Background: an optimization exercise with open tools, aiming at small area, a short achievable clock period and few clock cycles per item. Do not read the settings as production practice.
Function was checked by simulation only, so behaviour that the tests miss may differ from the original.

$ cat design/flow/design.v
package cau_pkg;
   localparam int WORD_BITS_DEF = 32;
   localparam int FRAC_BITS_DEF = 16;
   localparam int FIELD_BITS    = 32;
   localparam int OP_BITS       = 3;
   localparam int STATUS_BITS   = 2;
   localparam int ANG_FRAC      = 24;
   localparam int CORDIC_STEPS  = 28;
   localparam int NORM_EXP      = 40;
   localparam longint DEG90     = 64'd90 << ANG_FRAC;
   localparam logic [OP_BITS-1:0] OP_ADD   = 3'd0;
   localparam logic [OP_BITS-1:0] OP_SUB   = 3'd1;
   localparam logic [OP_BITS-1:0] OP_MUL   = 3'd2;
   localparam logic [OP_BITS-1:0] OP_DIV   = 3'd3;
   localparam logic [OP_BITS-1:0] OP_POLAR = 3'd4;
   localparam logic [STATUS_BITS-1:0] ST_OK   = 2'd0;
   localparam logic [STATUS_BITS-1:0] ST_DIV0 = 2'd1;
   localparam logic [STATUS_BITS-1:0] ST_SAT  = 2'd2;
   typedef enum logic [3:0] {
      S_IDLE,
      S_LOAD,
      S_MULT,
      S_POST,
      S_DIVIDE,
      S_DFIN,
      S_SQRT,
      S_SFIN,
      S_NORM,
      S_ROTATE,
      S_AFIN,
      S_DONE
   } state_type;
   function automatic logic [29:0] atan_deg(input logic [4:0] idx);
      case (idx)
         5'd0:  atan_deg = 30'd754974720;
         5'd1:  atan_deg = 30'd445687602;
         5'd2:  atan_deg = 30'd235489088;
         5'd3:  atan_deg = 30'd119537938;
         5'd4:  atan_deg = 30'd60000934;
         5'd5:  atan_deg = 30'd30029717;
         5'd6:  atan_deg = 30'd15018523;
         5'd7:  atan_deg = 30'd7509720;
         5'd8:  atan_deg = 30'd3754917;
         5'd9:  atan_deg = 30'd1877466;
         5'd10: atan_deg = 30'd938734;
         5'd11: atan_deg = 30'd469367;
         5'd12: atan_deg = 30'd234684;
         5'd13: atan_deg = 30'd117342;
         5'd14: atan_deg = 30'd58671;
         5'd15: atan_deg = 30'd29335;
         5'd16: atan_deg = 30'd14668;
         5'd17: atan_deg = 30'd7334;
         5'd18: atan_deg = 30'd3667;
         5'd19: atan_deg = 30'd1833;
         5'd20: atan_deg = 30'd917;
         5'd21: atan_deg = 30'd458;
         5'd22: atan_deg = 30'd229;
         5'd23: atan_deg = 30'd115;
         5'd24: atan_deg = 30'd57;
         5'd25: atan_deg = 30'd29;
         5'd26: atan_deg = 30'd14;
         5'd27: atan_deg = 30'd7;
         default: atan_deg = 30'd0;
      endcase
   endfunction
endpackage
module complex_arithmetic_unit #(
   parameter int WORD_BITS = cau_pkg::WORD_BITS_DEF,
   parameter int FRAC_BITS = cau_pkg::FRAC_BITS_DEF
) (
   input logic       clock,
   input logic       reset,
   input  logic                                  req_valid,
   output logic                                  req_ready,
   input  logic [cau_pkg::OP_BITS-1:0]           req_op,
   input  logic                                  req_use_acc,
   input  logic signed [cau_pkg::FIELD_BITS-1:0] req_a_re,
   input  logic signed [cau_pkg::FIELD_BITS-1:0] req_a_im,
   input  logic signed [cau_pkg::FIELD_BITS-1:0] req_b_re,
   input  logic signed [cau_pkg::FIELD_BITS-1:0] req_b_im,
   output logic                                  rsp_valid,
   input  logic                                  rsp_ready,
   output logic signed [cau_pkg::FIELD_BITS-1:0] rsp_res_re,
   output logic signed [cau_pkg::FIELD_BITS-1:0] rsp_res_im,
   output logic [cau_pkg::STATUS_BITS-1:0]       rsp_status
);
   localparam int W    = WORD_BITS;
   localparam int F    = FRAC_BITS;
   localparam int PW   = 2 * W + 2;
   localparam int DW   = 3 * W;
   localparam int RW   = 2 * W + 1;
   localparam int SRW  = W + 3;
   localparam int CW   = 46;
   localparam int ZW   = 34;
   localparam int AW   = ZW + 8;
   localparam int CNTW = ($clog2(W) > 5) ? $clog2(W) : 5;
   localparam int ANG_SHR = (F <= cau_pkg::ANG_FRAC) ? cau_pkg::ANG_FRAC - F : 0;
   localparam int ANG_SHL = (F > cau_pkg::ANG_FRAC) ? F - cau_pkg::ANG_FRAC : 0;
   localparam logic signed [CW-1:0] LIMP = CW'(64'd1 << cau_pkg::NORM_EXP);
   localparam logic signed [ZW-1:0] Z90  = ZW'(cau_pkg::DEG90);
   function automatic logic [W:0] sat_w(input logic neg, input logic [DW-1:0] mag);
      logic [DW-1:0] lim;
      logic [W-1:0]  low;
      lim = DW'(1) << (W - 1);
      low = mag[W-1:0];
      if (neg) begin
         if (mag > lim) sat_w = {1'b1, 1'b1, {(W - 1){1'b0}}};
         else sat_w = {1'b0, W'(-low)};
      end else begin
         if (mag > lim - DW'(1)) sat_w = {1'b1, 1'b0, {(W - 1){1'b1}}};
         else sat_w = {1'b0, low};
      end
   endfunction
   function automatic logic [W:0] sat_sv(input logic signed [DW-1:0] v);
      logic [DW-1:0] m;
      m = v[DW-1] ? unsigned'(-v) : unsigned'(v);
      sat_sv = sat_w(v[DW-1], m);
   endfunction
   function automatic logic [W-1:0] mag_w(input logic signed [W-1:0] v);
      mag_w = v[W-1] ? unsigned'(-v) : unsigned'(v);
   endfunction
   cau_pkg::state_type state_ff, state_in;
   logic [cau_pkg::OP_BITS-1:0] op_ff;
   logic [1:0]                  pass_ff;
   logic signed [W-1:0]         ar_ff, ai_ff, br_ff, bi_ff;
   logic signed [W-1:0]         acc_re_ff, acc_im_ff;
   logic signed [W-1:0]         res_re_ff, res_im_ff;
   logic                        sat_ff, dz_ff;
   logic [2*W-1:0]              mc1_ff, mc2_ff;
   logic [W-1:0]                mp1_ff, mp2_ff;
   logic                        sg1_ff, sg2_ff;
   logic signed [PW-1:0]        macc_ff;
   logic [CNTW-1:0]             cnt_ff;
   logic [2*W-1:0]              den_ff;
   logic [RW-1:0]               rem_ff;
   logic [W-1:0]                dl_ff;
   logic                        nneg_ff;
   logic [2*W-1:0]              sq_ff;
   logic [W-1:0]                root_ff;
   logic [SRW-1:0]              srem_ff;
   logic signed [CW-1:0]        x_ff, y_ff;
   logic signed [ZW-1:0]        z_ff;
   logic                        rsp_valid_ff;
   logic signed [cau_pkg::FIELD_BITS-1:0] rsp_re_ff, rsp_im_ff;
   logic [cau_pkg::STATUS_BITS-1:0]       rsp_status_ff;
   logic signed [W-1:0] x1, y1, x2, y2;
   logic                n1, n2;
   logic signed [PW-1:0] t1, t2;
   logic                macc_neg;
   logic [PW-1:0]       macc_mag, mul_rnd;
   logic [W:0]          mul_res;
   logic signed [W:0]   sum_re, sum_im;
   logic [W:0]          as_re, as_im;
   logic [DW-1:0]       divd, div_hi;
   logic                div_ovf;
   logic [W:0]          div_ovf_res;
   logic [RW-1:0]       r2;
   logic                r2_ge;
   logic [W:0]          q_rnd, dfin_res;
   logic [SRW+1:0]      sq_t, sq_trial;
   logic                sq_ge;
   logic [W:0]          smag, sfin_res;
   logic                pt_zero, norm_more;
   logic signed [CW-1:0] xa, ya, dx, dy;
   logic signed [ZW-1:0] atan_v;
   logic [ZW-1:0]       zmag;
   logic [AW-1:0]       aconv;
   logic [W:0]          afin_res;
   logic                last_bit, last_rot;
   logic                req_fire, done_fire;
   logic                req_long;
   always_comb begin
      x1 = ar_ff;
      y1 = ar_ff;
      n1 = 1'b0;
      x2 = ai_ff;
      y2 = ai_ff;
      n2 = 1'b0;
      case (op_ff)
         cau_pkg::OP_MUL: begin
            if (pass_ff == 2'd0) begin
               y1 = br_ff;
               y2 = bi_ff;
               n2 = 1'b1;
            end else begin
               y1 = bi_ff;
               y2 = br_ff;
            end
         end
         cau_pkg::OP_DIV: begin
            if (pass_ff == 2'd0) begin
               x1 = br_ff;
               y1 = br_ff;
               x2 = bi_ff;
               y2 = bi_ff;
            end else if (pass_ff == 2'd1) begin
               y1 = br_ff;
               y2 = bi_ff;
            end else begin
               x1 = ai_ff;
               y1 = br_ff;
               x2 = ar_ff;
               y2 = bi_ff;
               n2 = 1'b1;
            end
         end
         default: begin
         end
      endcase
   end
   always_comb begin
      t1 = '0;
      t2 = '0;
      if (mp1_ff[0]) t1 = sg1_ff ? -$signed({2'b00, mc1_ff}) : $signed({2'b00, mc1_ff});
      if (mp2_ff[0]) t2 = sg2_ff ? -$signed({2'b00, mc2_ff}) : $signed({2'b00, mc2_ff});
      macc_neg = macc_ff[PW-1];
      macc_mag = macc_neg ? unsigned'(-macc_ff) : unsigned'(macc_ff);
      mul_rnd  = ((macc_mag >> (F - 1)) + PW'(1)) >> 1;
      mul_res  = sat_w(macc_neg, DW'(mul_rnd));
      if (op_ff == cau_pkg::OP_SUB) begin
         sum_re = (W + 1)'(ar_ff) - (W + 1)'(br_ff);
         sum_im = (W + 1)'(ai_ff) - (W + 1)'(bi_ff);
      end else begin
         sum_re = (W + 1)'(ar_ff) + (W + 1)'(br_ff);
         sum_im = (W + 1)'(ai_ff) + (W + 1)'(bi_ff);
      end
      as_re = sat_sv(DW'(sum_re));
      as_im = sat_sv(DW'(sum_im));
      divd        = DW'(macc_mag) << F;
      div_hi      = divd >> W;
      div_ovf     = div_hi >= DW'(den_ff);
      div_ovf_res = sat_w(macc_neg, '1);
      r2       = {rem_ff[RW-2:0], dl_ff[W-1]};
      r2_ge    = r2 >= RW'(den_ff);
      q_rnd    = (W + 1)'(dl_ff) + (W + 1)'({rem_ff, 1'b0} >= (RW + 1)'(den_ff));
      dfin_res = sat_w(nneg_ff, DW'(q_rnd));
      sq_t     = {srem_ff, sq_ff[2*W-1 -: 2]};
      sq_trial = (SRW + 2)'({root_ff, 2'b01});
      sq_ge    = sq_t >= sq_trial;
      smag     = (W + 1)'(root_ff) + (W + 1)'(srem_ff > SRW'(root_ff));
      sfin_res = sat_w(1'b0, DW'(smag));
      pt_zero   = (ar_ff == '0) && (ai_ff == '0);
      xa        = CW'(ar_ff);
      ya        = CW'(ai_ff);
      norm_more = (x_ff < LIMP) && (x_ff > -LIMP) && (y_ff < LIMP) && (y_ff > -LIMP);
      dx        = y_ff >>> cnt_ff;
      dy        = x_ff >>> cnt_ff;
      atan_v    = signed'(ZW'(cau_pkg::atan_deg(cnt_ff[4:0])));
      zmag     = z_ff[ZW-1] ? unsigned'(-z_ff) : unsigned'(z_ff);
      aconv    = ((((AW'(zmag) << 1) >> ANG_SHR) + AW'(1)) >> 1) << ANG_SHL;
      afin_res = sat_w(z_ff[ZW-1], DW'(aconv));
      last_bit = cnt_ff == CNTW'(W - 1);
      last_rot = cnt_ff == CNTW'(cau_pkg::CORDIC_STEPS - 1);
      req_long = (req_op == cau_pkg::OP_MUL) || (req_op == cau_pkg::OP_DIV) ||
                 (req_op == cau_pkg::OP_POLAR);
   end
   always_comb begin
      state_in = state_ff;
      case (state_ff)
         cau_pkg::S_IDLE: begin
            if (req_fire) state_in = req_long ? cau_pkg::S_LOAD : cau_pkg::S_POST;
         end
         cau_pkg::S_LOAD: state_in = cau_pkg::S_MULT;
         cau_pkg::S_MULT: begin
            if (last_bit) state_in = cau_pkg::S_POST;
         end
         cau_pkg::S_POST: begin
            case (op_ff)
               cau_pkg::OP_MUL: begin
                  state_in = (pass_ff == 2'd0) ? cau_pkg::S_LOAD : cau_pkg::S_DONE;
               end
               cau_pkg::OP_DIV: begin
                  if (pass_ff == 2'd0) begin
                     state_in = (macc_ff == '0) ? cau_pkg::S_DONE : cau_pkg::S_LOAD;
                  end else if (div_ovf) begin
                     state_in = (pass_ff == 2'd1) ? cau_pkg::S_LOAD : cau_pkg::S_DONE;
                  end else begin
                     state_in = cau_pkg::S_DIVIDE;
                  end
               end
               cau_pkg::OP_POLAR: state_in = cau_pkg::S_SQRT;
               default: state_in = cau_pkg::S_DONE;
            endcase
         end
         cau_pkg::S_DIVIDE: begin
            if (last_bit) state_in = cau_pkg::S_DFIN;
         end
         cau_pkg::S_DFIN: begin
            state_in = (pass_ff == 2'd1) ? cau_pkg::S_LOAD : cau_pkg::S_DONE;
         end
         cau_pkg::S_SQRT: begin
            if (last_bit) state_in = cau_pkg::S_SFIN;
         end
         cau_pkg::S_SFIN: state_in = pt_zero ? cau_pkg::S_DONE : cau_pkg::S_NORM;
         cau_pkg::S_NORM: begin
            if (!norm_more) state_in = cau_pkg::S_ROTATE;
         end
         cau_pkg::S_ROTATE: begin
            if (last_rot) state_in = cau_pkg::S_AFIN;
         end
         cau_pkg::S_AFIN: state_in = cau_pkg::S_DONE;
         cau_pkg::S_DONE: begin
            if (done_fire) state_in = cau_pkg::S_IDLE;
         end
         default: state_in = cau_pkg::S_IDLE;
      endcase
   end
   always_comb begin
      req_ready = state_ff == cau_pkg::S_IDLE;
      req_fire  = req_ready && req_valid;
      done_fire = (state_ff == cau_pkg::S_DONE) && (!rsp_valid_ff || rsp_ready);
   end
   assign rsp_valid  = rsp_valid_ff;
   assign rsp_res_re = rsp_re_ff;
   assign rsp_res_im = rsp_im_ff;
   assign rsp_status = rsp_status_ff;
   always_ff @(posedge clock) begin
      if (reset) begin
         state_ff     <= cau_pkg::S_IDLE;
         rsp_valid_ff <= 1'b0;
         acc_re_ff    <= '0;
         acc_im_ff    <= '0;
      end else begin
         state_ff <= state_in;
         if (done_fire) begin
            rsp_valid_ff <= 1'b1;
            case (op_ff)
               cau_pkg::OP_ADD, cau_pkg::OP_SUB, cau_pkg::OP_MUL, cau_pkg::OP_DIV: begin
                  if (!dz_ff) begin
                     acc_re_ff <= res_re_ff;
                     acc_im_ff <= res_im_ff;
                  end
               end
               cau_pkg::OP_POLAR: begin
                  acc_re_ff <= ar_ff;
                  acc_im_ff <= ai_ff;
               end
               default: begin
               end
            endcase
         end else if (rsp_ready) begin
            rsp_valid_ff <= 1'b0;
         end
      end
   end
   always_ff @(posedge clock) begin
      if (done_fire) begin
         rsp_re_ff     <= cau_pkg::FIELD_BITS'(res_re_ff);
         rsp_im_ff     <= cau_pkg::FIELD_BITS'(res_im_ff);
         rsp_status_ff <= dz_ff ? cau_pkg::ST_DIV0 : (sat_ff ? cau_pkg::ST_SAT : cau_pkg::ST_OK);
      end
   end
   always_ff @(posedge clock) begin
      case (state_ff)
         cau_pkg::S_IDLE: begin
            if (req_fire) begin
               op_ff   <= req_op;
               ar_ff   <= req_use_acc ? acc_re_ff : signed'(req_a_re[W-1:0]);
               ai_ff   <= req_use_acc ? acc_im_ff : signed'(req_a_im[W-1:0]);
               br_ff   <= signed'(req_b_re[W-1:0]);
               bi_ff   <= signed'(req_b_im[W-1:0]);
               sat_ff  <= 1'b0;
               dz_ff   <= 1'b0;
               pass_ff <= 2'd0;
            end
         end
         cau_pkg::S_LOAD: begin
            mc1_ff  <= (2 * W)'(mag_w(x1));
            mc2_ff  <= (2 * W)'(mag_w(x2));
            mp1_ff  <= mag_w(y1);
            mp2_ff  <= mag_w(y2);
            sg1_ff  <= n1 ^ x1[W-1] ^ y1[W-1];
            sg2_ff  <= n2 ^ x2[W-1] ^ y2[W-1];
            macc_ff <= '0;
            cnt_ff  <= '0;
         end
         cau_pkg::S_MULT: begin
            macc_ff <= macc_ff + t1 + t2;
            mc1_ff  <= mc1_ff << 1;
            mc2_ff  <= mc2_ff << 1;
            mp1_ff  <= mp1_ff >> 1;
            mp2_ff  <= mp2_ff >> 1;
            cnt_ff  <= cnt_ff + CNTW'(1);
         end
         cau_pkg::S_POST: begin
            case (op_ff)
               cau_pkg::OP_ADD, cau_pkg::OP_SUB: begin
                  res_re_ff <= signed'(as_re[W-1:0]);
                  res_im_ff <= signed'(as_im[W-1:0]);
                  sat_ff    <= as_re[W] | as_im[W];
               end
               cau_pkg::OP_MUL: begin
                  if (pass_ff == 2'd0) begin
                     res_re_ff <= signed'(mul_res[W-1:0]);
                     pass_ff   <= 2'd1;
                  end else begin
                     res_im_ff <= signed'(mul_res[W-1:0]);
                  end
                  sat_ff <= sat_ff | mul_res[W];
               end
               cau_pkg::OP_DIV: begin
                  if (pass_ff == 2'd0) begin
                     den_ff <= macc_ff[2*W-1:0];
                     if (macc_ff == '0) begin
                        dz_ff     <= 1'b1;
                        res_re_ff <= '0;
                        res_im_ff <= '0;
                     end else begin
                        pass_ff <= 2'd1;
                     end
                  end else if (div_ovf) begin
                     if (pass_ff == 2'd1) begin
                        res_re_ff <= signed'(div_ovf_res[W-1:0]);
                        pass_ff   <= 2'd2;
                     end else begin
                        res_im_ff <= signed'(div_ovf_res[W-1:0]);
                     end
                     sat_ff <= 1'b1;
                  end else begin
                     rem_ff  <= div_hi[RW-1:0];
                     dl_ff   <= divd[W-1:0];
                     nneg_ff <= macc_neg;
                     cnt_ff  <= '0;
                  end
               end
               cau_pkg::OP_POLAR: begin
                  sq_ff   <= macc_ff[2*W-1:0];
                  root_ff <= '0;
                  srem_ff <= '0;
                  cnt_ff  <= '0;
               end
               default: begin
                  res_re_ff <= acc_re_ff;
                  res_im_ff <= acc_im_ff;
               end
            endcase
         end
         cau_pkg::S_DIVIDE: begin
            rem_ff <= r2_ge ? r2 - RW'(den_ff) : r2;
            dl_ff  <= {dl_ff[W-2:0], r2_ge};
            cnt_ff <= cnt_ff + CNTW'(1);
         end
         cau_pkg::S_DFIN: begin
            if (pass_ff == 2'd1) begin
               res_re_ff <= signed'(dfin_res[W-1:0]);
               pass_ff   <= 2'd2;
            end else begin
               res_im_ff <= signed'(dfin_res[W-1:0]);
            end
            sat_ff <= sat_ff | dfin_res[W];
         end
         cau_pkg::S_SQRT: begin
            srem_ff <= SRW'(sq_ge ? sq_t - sq_trial : sq_t);
            root_ff <= {root_ff[W-2:0], sq_ge};
            sq_ff   <= sq_ff << 2;
            cnt_ff  <= cnt_ff + CNTW'(1);
         end
         cau_pkg::S_SFIN: begin
            res_re_ff <= signed'(sfin_res[W-1:0]);
            sat_ff    <= sat_ff | sfin_res[W];
            if (pt_zero) res_im_ff <= '0;
            if (ar_ff < 0) begin
               if (ai_ff >= 0) begin
                  x_ff <= ya;
                  y_ff <= -xa;
                  z_ff <= Z90;
               end else begin
                  x_ff <= -ya;
                  y_ff <= xa;
                  z_ff <= -Z90;
               end
            end else begin
               x_ff <= xa;
               y_ff <= ya;
               z_ff <= '0;
            end
         end
         cau_pkg::S_NORM: begin
            if (norm_more) begin
               x_ff <= x_ff <<< 1;
               y_ff <= y_ff <<< 1;
            end else begin
               cnt_ff <= '0;
            end
         end
         cau_pkg::S_ROTATE: begin
            if (y_ff > 0) begin
               x_ff <= x_ff + dx;
               y_ff <= y_ff - dy;
               z_ff <= z_ff + atan_v;
            end else if (y_ff < 0) begin
               x_ff <= x_ff - dx;
               y_ff <= y_ff + dy;
               z_ff <= z_ff - atan_v;
            end
            cnt_ff <= cnt_ff + CNTW'(1);
         end
         cau_pkg::S_AFIN: begin
            res_im_ff <= signed'(afin_res[W-1:0]);
            sat_ff    <= sat_ff | afin_res[W];
         end
         default: begin
         end
      endcase
   end
endmodule
$ cat design/flow/run.sh
#!/bin/bash
# synth_recipe.tcl (not shown) runs the flow's synth.tcl, then flattens the netlist and writes it again
# the make line also repeats each setting of config.mk as NAME=value (left out here)
make -C /OpenROAD-flow-scripts/flow DESIGN_CONFIG=/design/flow/config.mk WORK_HOME=/design/flow/orfs CLKGATE_MAP_FILE= SYNTH_SCRIPT=/design/flow/synth_recipe.tcl finish
$ cat design/flow/config.mk
export PLATFORM = sky130hd
export DESIGN_NAME = complex_arithmetic_unit
export DESIGN_NICKNAME = complex_arithmetic_unit
export VERILOG_FILES = /design/flow/design.v
export SDC_FILE = /design/flow/constraint.sdc
export NUM_CORES = 4
export LEC_CHECK = 0
export CAP_MARGIN = 20
export CORE_MARGIN = 2
export CORE_UTILIZATION = 40
export SLEW_MARGIN = 20
$ cat design/flow/constraint.sdc
create_clock -name core_clock -period 10.0 [get_ports {clock}]
set_input_delay 2.0000 -clock core_clock [delete_from_list [all_inputs] [get_ports {clock}]]
set_output_delay 2.0000 -clock core_clock [all_outputs]
set_load 0.01 [all_outputs]
==> flow_metrics.tcl <==
set metrics [dict create \
    status "no timing/DRC/antenna violations" \
    gp_congestion 1.05 \
    yosysWarnings 1 \
    cap_violations 0 \
    synth-async-reset-ratio_pct 0 \
    final_area_um2 108000 \
    seq_area_frac_synth_pct 31.1 \
    total_power_w 0.0432 \
    met3_usage_pct 6.07 \
    die_w_um 499 \
    synthCells 11502 \
    gr-usage-met1_pct 42.8 \
    grt_overflow 0 \
    grt.busiest_layer "met2" \
    crit_arrival_ps 9870 \
    critPathMaxStageDelay_ps 810 \
    crit_type "flip-flop to flip-flop" \
    layout.nets 12056 \
    synth_area_leaders "edfxtp_1 (29%), xnor2_1 (6.4%), ha_1 (5.7%)" \
    cts-buffers-inserted 136 \
    clkLatencyLatePin_ps 850 \
    grt_pass1_vias 86935 \
    rsz0062_at_grt "false" \
    num_vias 93175 \
    synth_edf_count 949 \
    netlist_area_um2 98000 \
    core_um2 243000 \
    path_delay_family "simple AND/OR/NAND/NOR gates" \
    critPathSlowestCell "nor4_1" \
    final.period_utilization_pct 92.7 \
    grt_max_degree 250 \
    peakVddDrop_mv 0.333 \
    clockBufferDepth 3 \
    skew_ps 66.4 \
    clockRootBuffer "clkbuf_16" \
    portBuffers 203 \
    required_ps 10600 \
    dieArea_um2 249000 \
    cts_sinks 1048 \
    cts_resized 0 \
    setup_tns_ps 0 \
    start_util_pct 40.2 \
    synth.top_cell.area_share_pct 29.1 \
    synth_nets 12159 \
    ys_seq_elements 1048 \
    place_area_um2 104000 \
    synthToLayoutAreaGrowth_pct 10.7 \
    crit_fanout 24 \
    fp.dieH_um 499 \
    dpl.hpwl_um 334000 \
    min_period_ps 9270 \
    hp-class "flip-flop to flip-flop" \
    io_pins 204 \
    dr.pass1.iters 9 \
    worstSetupEndpointType "flip-flop" \
    synth_top_flop_cell "edfxtp_1" \
    wl_per_cell_um 28.9 \
    via_per_inst 6.32 \
    fin_util_pct 44.5 \
    slew_viol_final 0 \
    cts_tree "done" \
    leakagePower_nw 39.6 \
    fillCellCount 23739 \
    fmax_mhz 108 \
    ys_types 106 \
    grt_use_met2_pct 50.8 \
    rows 181 \
    yosysTopAreaCell "edfxtp_1" \
    h-tree-depth 4 \
    hold_viol_final 0 \
    grt_use_total_pct 32.9 \
    setup_viol 0 \
    drt_wl_total_um 427000 \
    avgSynthCellArea_um2 8.52 \
    cp-start-kind "flip-flop" \
    grt_pass1_wl_um 610000 \
    cts_setup_buffers 0 \
    tightest_slew_ps 1160 \
    drt_drc_violations_left 0 \
    power.density_nw_per_um2 398 \
    antenna_found_initial 43 \
    relSlewSlack_pct 21.1 \
    clk_pin_slew_ps 60 \
    hold_buffers 0 \
    crit_path_cell_trace "inv_1, ha_1, or4b_1, nor4_2, nand4b_1, o41ai_1, xor2_1, nor4_1, nand4_1, nor4_2, a41oi_1, a2111oi_0, nand4_1, a211o_1, or3_1, a31oi_1, a21oi_1, a211o_1" \
    drive_gt1_share_pct 7.58 \
    ant_nets 0 \
    worst-path-buf-inv 1 \
    drtIter0Drc 11313 \
]
[layout by cell type, fill, tap and decap left out, types with 119 or more instances in the layout]
cell type / synthesis / final
xnor2_1: 713 / 711
a211oi_1: 184 / 183
edfxtp_1: 949 / 949
a21o_1: 230 / 229
and2_1: 281 / 281
ha_1: 449 / 447
nor3_1: 304 / 301
clkbuf_16: 0 / 139
a22oi_1: 138 / 138
nor4_1: 137 / 133
nand2_1: 1124 / 1118
xor2_1: 390 / 388
inv_1: 345 / 342
buf_4: 0 / 259
o21ai_0: 869 / 865
nand3_1: 237 / 235
or3_1: 128 / 128
clkdlybuf4s50_1: 0 / 201
mux2i_1: 275 / 274
nand2b_1: 119 / 119
nor2_1: 1035 / 1027
a21oi_1: 820 / 818
o31ai_1: 141 / 140
[flip-flops by register name, indices dropped and copies added (netlist names), 34 cells and up]
name / flops
den_ff: 64
macc_ff: 66
mc1_ff: 64
mc2_ff: 64
rem_ff: 65
sq_ff: 64
srem_ff: 35
x_ff: 46
y_ff: 46
z_ff: 34
[final timing paths]
check        slack (ps)  cells past startpoint                      from                       to
max                 730                     18  macc_ff[0]$_SDFFCE_PN0P_   res_im_ff[4]$_DFFE_PP_
min                 490                      0   res_im_ff[25]$_DFFE_PP_  rsp_im_ff[25]$_DFFE_PP_
max reg2reg         730                     18  macc_ff[0]$_SDFFCE_PN0P_   res_im_ff[4]$_DFFE_PP_
min reg2reg         490                      0   res_im_ff[25]$_DFFE_PP_  rsp_im_ff[25]$_DFFE_PP_
[metrics by stage]
stage / std cells / setup slack, ps / hold WS, ps
after detailed placement: 14462 / 1110 / 473
after global placement: 14461 / 1160 / 461
after global routing: 14713 / 657 / 491
after floorplan: 11502 / 1550 / 424
final: 14735 / 729 / 489
after CTS: 14711 / 1100 / 487
[cells by family (layout without fill, tap and decap cells)]
logic type      count (synthesis)  in the layout  share of synthesized area [%]
compound gates               3295           3295                           21.4
xor+xnor                     1104           1104                           9.89
mux                           502            502                           6.67
flops                        1048           1048                           31.1
buf+inv                      1059           1067                           4.11
simple gates                 3972           3972                           19.6
other cells                     0             23                              0
fa+ha+maj                     522            522                           7.22
[metal layers]
| metal | part of all wire (%) | wire length [um] |
|---|---|---|
| met5 | 0.024 | 103 |
| met4 | 7.2 | 30600 |
| met3 | 8.1 | 34700 |
| met2 | 44 | 186000 |
| met1 | 41 | 175000 |
[synth_stat cells (23+ instances only)]
cell type  count
o21bai_1      45
buf_1         84
nor2b_1      115
nor4_1       137
and4_1        27
and3_1       109
a211o_1       23
o21ai_0      869
nand4_1      117
nand2b_1     119
or2_2         51
o31a_1        31
a21o_1       230
a2111oi_0     29
inv_1        345
o22ai_1       43
a22oi_1      138
or3_1        128
o21ai_1       44
clkbuf_1     608
fa_1          72
a21oi_1      820
xnor2_1      713
edfxtp_1     949
ha_1         449
a211oi_1     184
o211ai_1     114
xor2_1       390
nand2_1     1124
o21a_1       116
dfxtp_1       99
mux2_2       117
a31oi_1      103
or4_1         66
mux2i_1      275
o31ai_1      141
a311oi_1      24
o41ai_1       63
mux4_2       109
nand3_1      237
and2_1       281
nor3_1       304
nor2_1      1035
[power breakdown]
| part | switching [W] | total [W] | internal, W |
|---|---|---|---|
| Sequential | 0.00160 | 0.00814 | 0.00655 |
| Clock | 0.00226 | 0.00524 | 0.00298 |
| Combinational | 0.0190 | 0.0298 | 0.0108 |
| Total | 0.0228 | 0.0432 | 0.0203 |
[layout make-up]
class	instances	area [um^2]	share of cell area [%]
Sequential cell	1048	30500	28.1
Antenna cell	23	57.6	0.0531
Clock inverter	82	1040	0.959
Tap cell	3202	4010	3.69
Multi-Input combinational cell	9395	63800	58.8
Timing Repair Buffer	467	4090	3.77
Clock buffer	167	3640	3.36
Inverter	351	1320	1.21
Testbench counts, summed over its fixed seeds: cycles 210,397, items 3,200.

==> re-timing with driven ports <==
Ports are ideal in the flow. The routed layout listed here was re-timed in OpenROAD. Step 1, drivers: a clkbuf_16 drives clock and a buf_2 each remaining input, both assumed. Step 2 also shifts input and output timing later by t, the mid clock arrival at the registers, as if the neighbouring blocks saw the same clock. Three values: ideal ports, drivers, drivers and shift; two values: the first two.
t, ns: 0.914
setup WS [ns]: 0.729 / 0.729 / 0.729
clock arrival spread, ns: 0.066 / 0.067
worst register clock-pin slew, ns: 0.07 / 0.07
After both steps setup and hold are still met in this run. For this run, drivers alone change the setup slack by 0.000 ns; drivers and shift together by 0.000 ns.
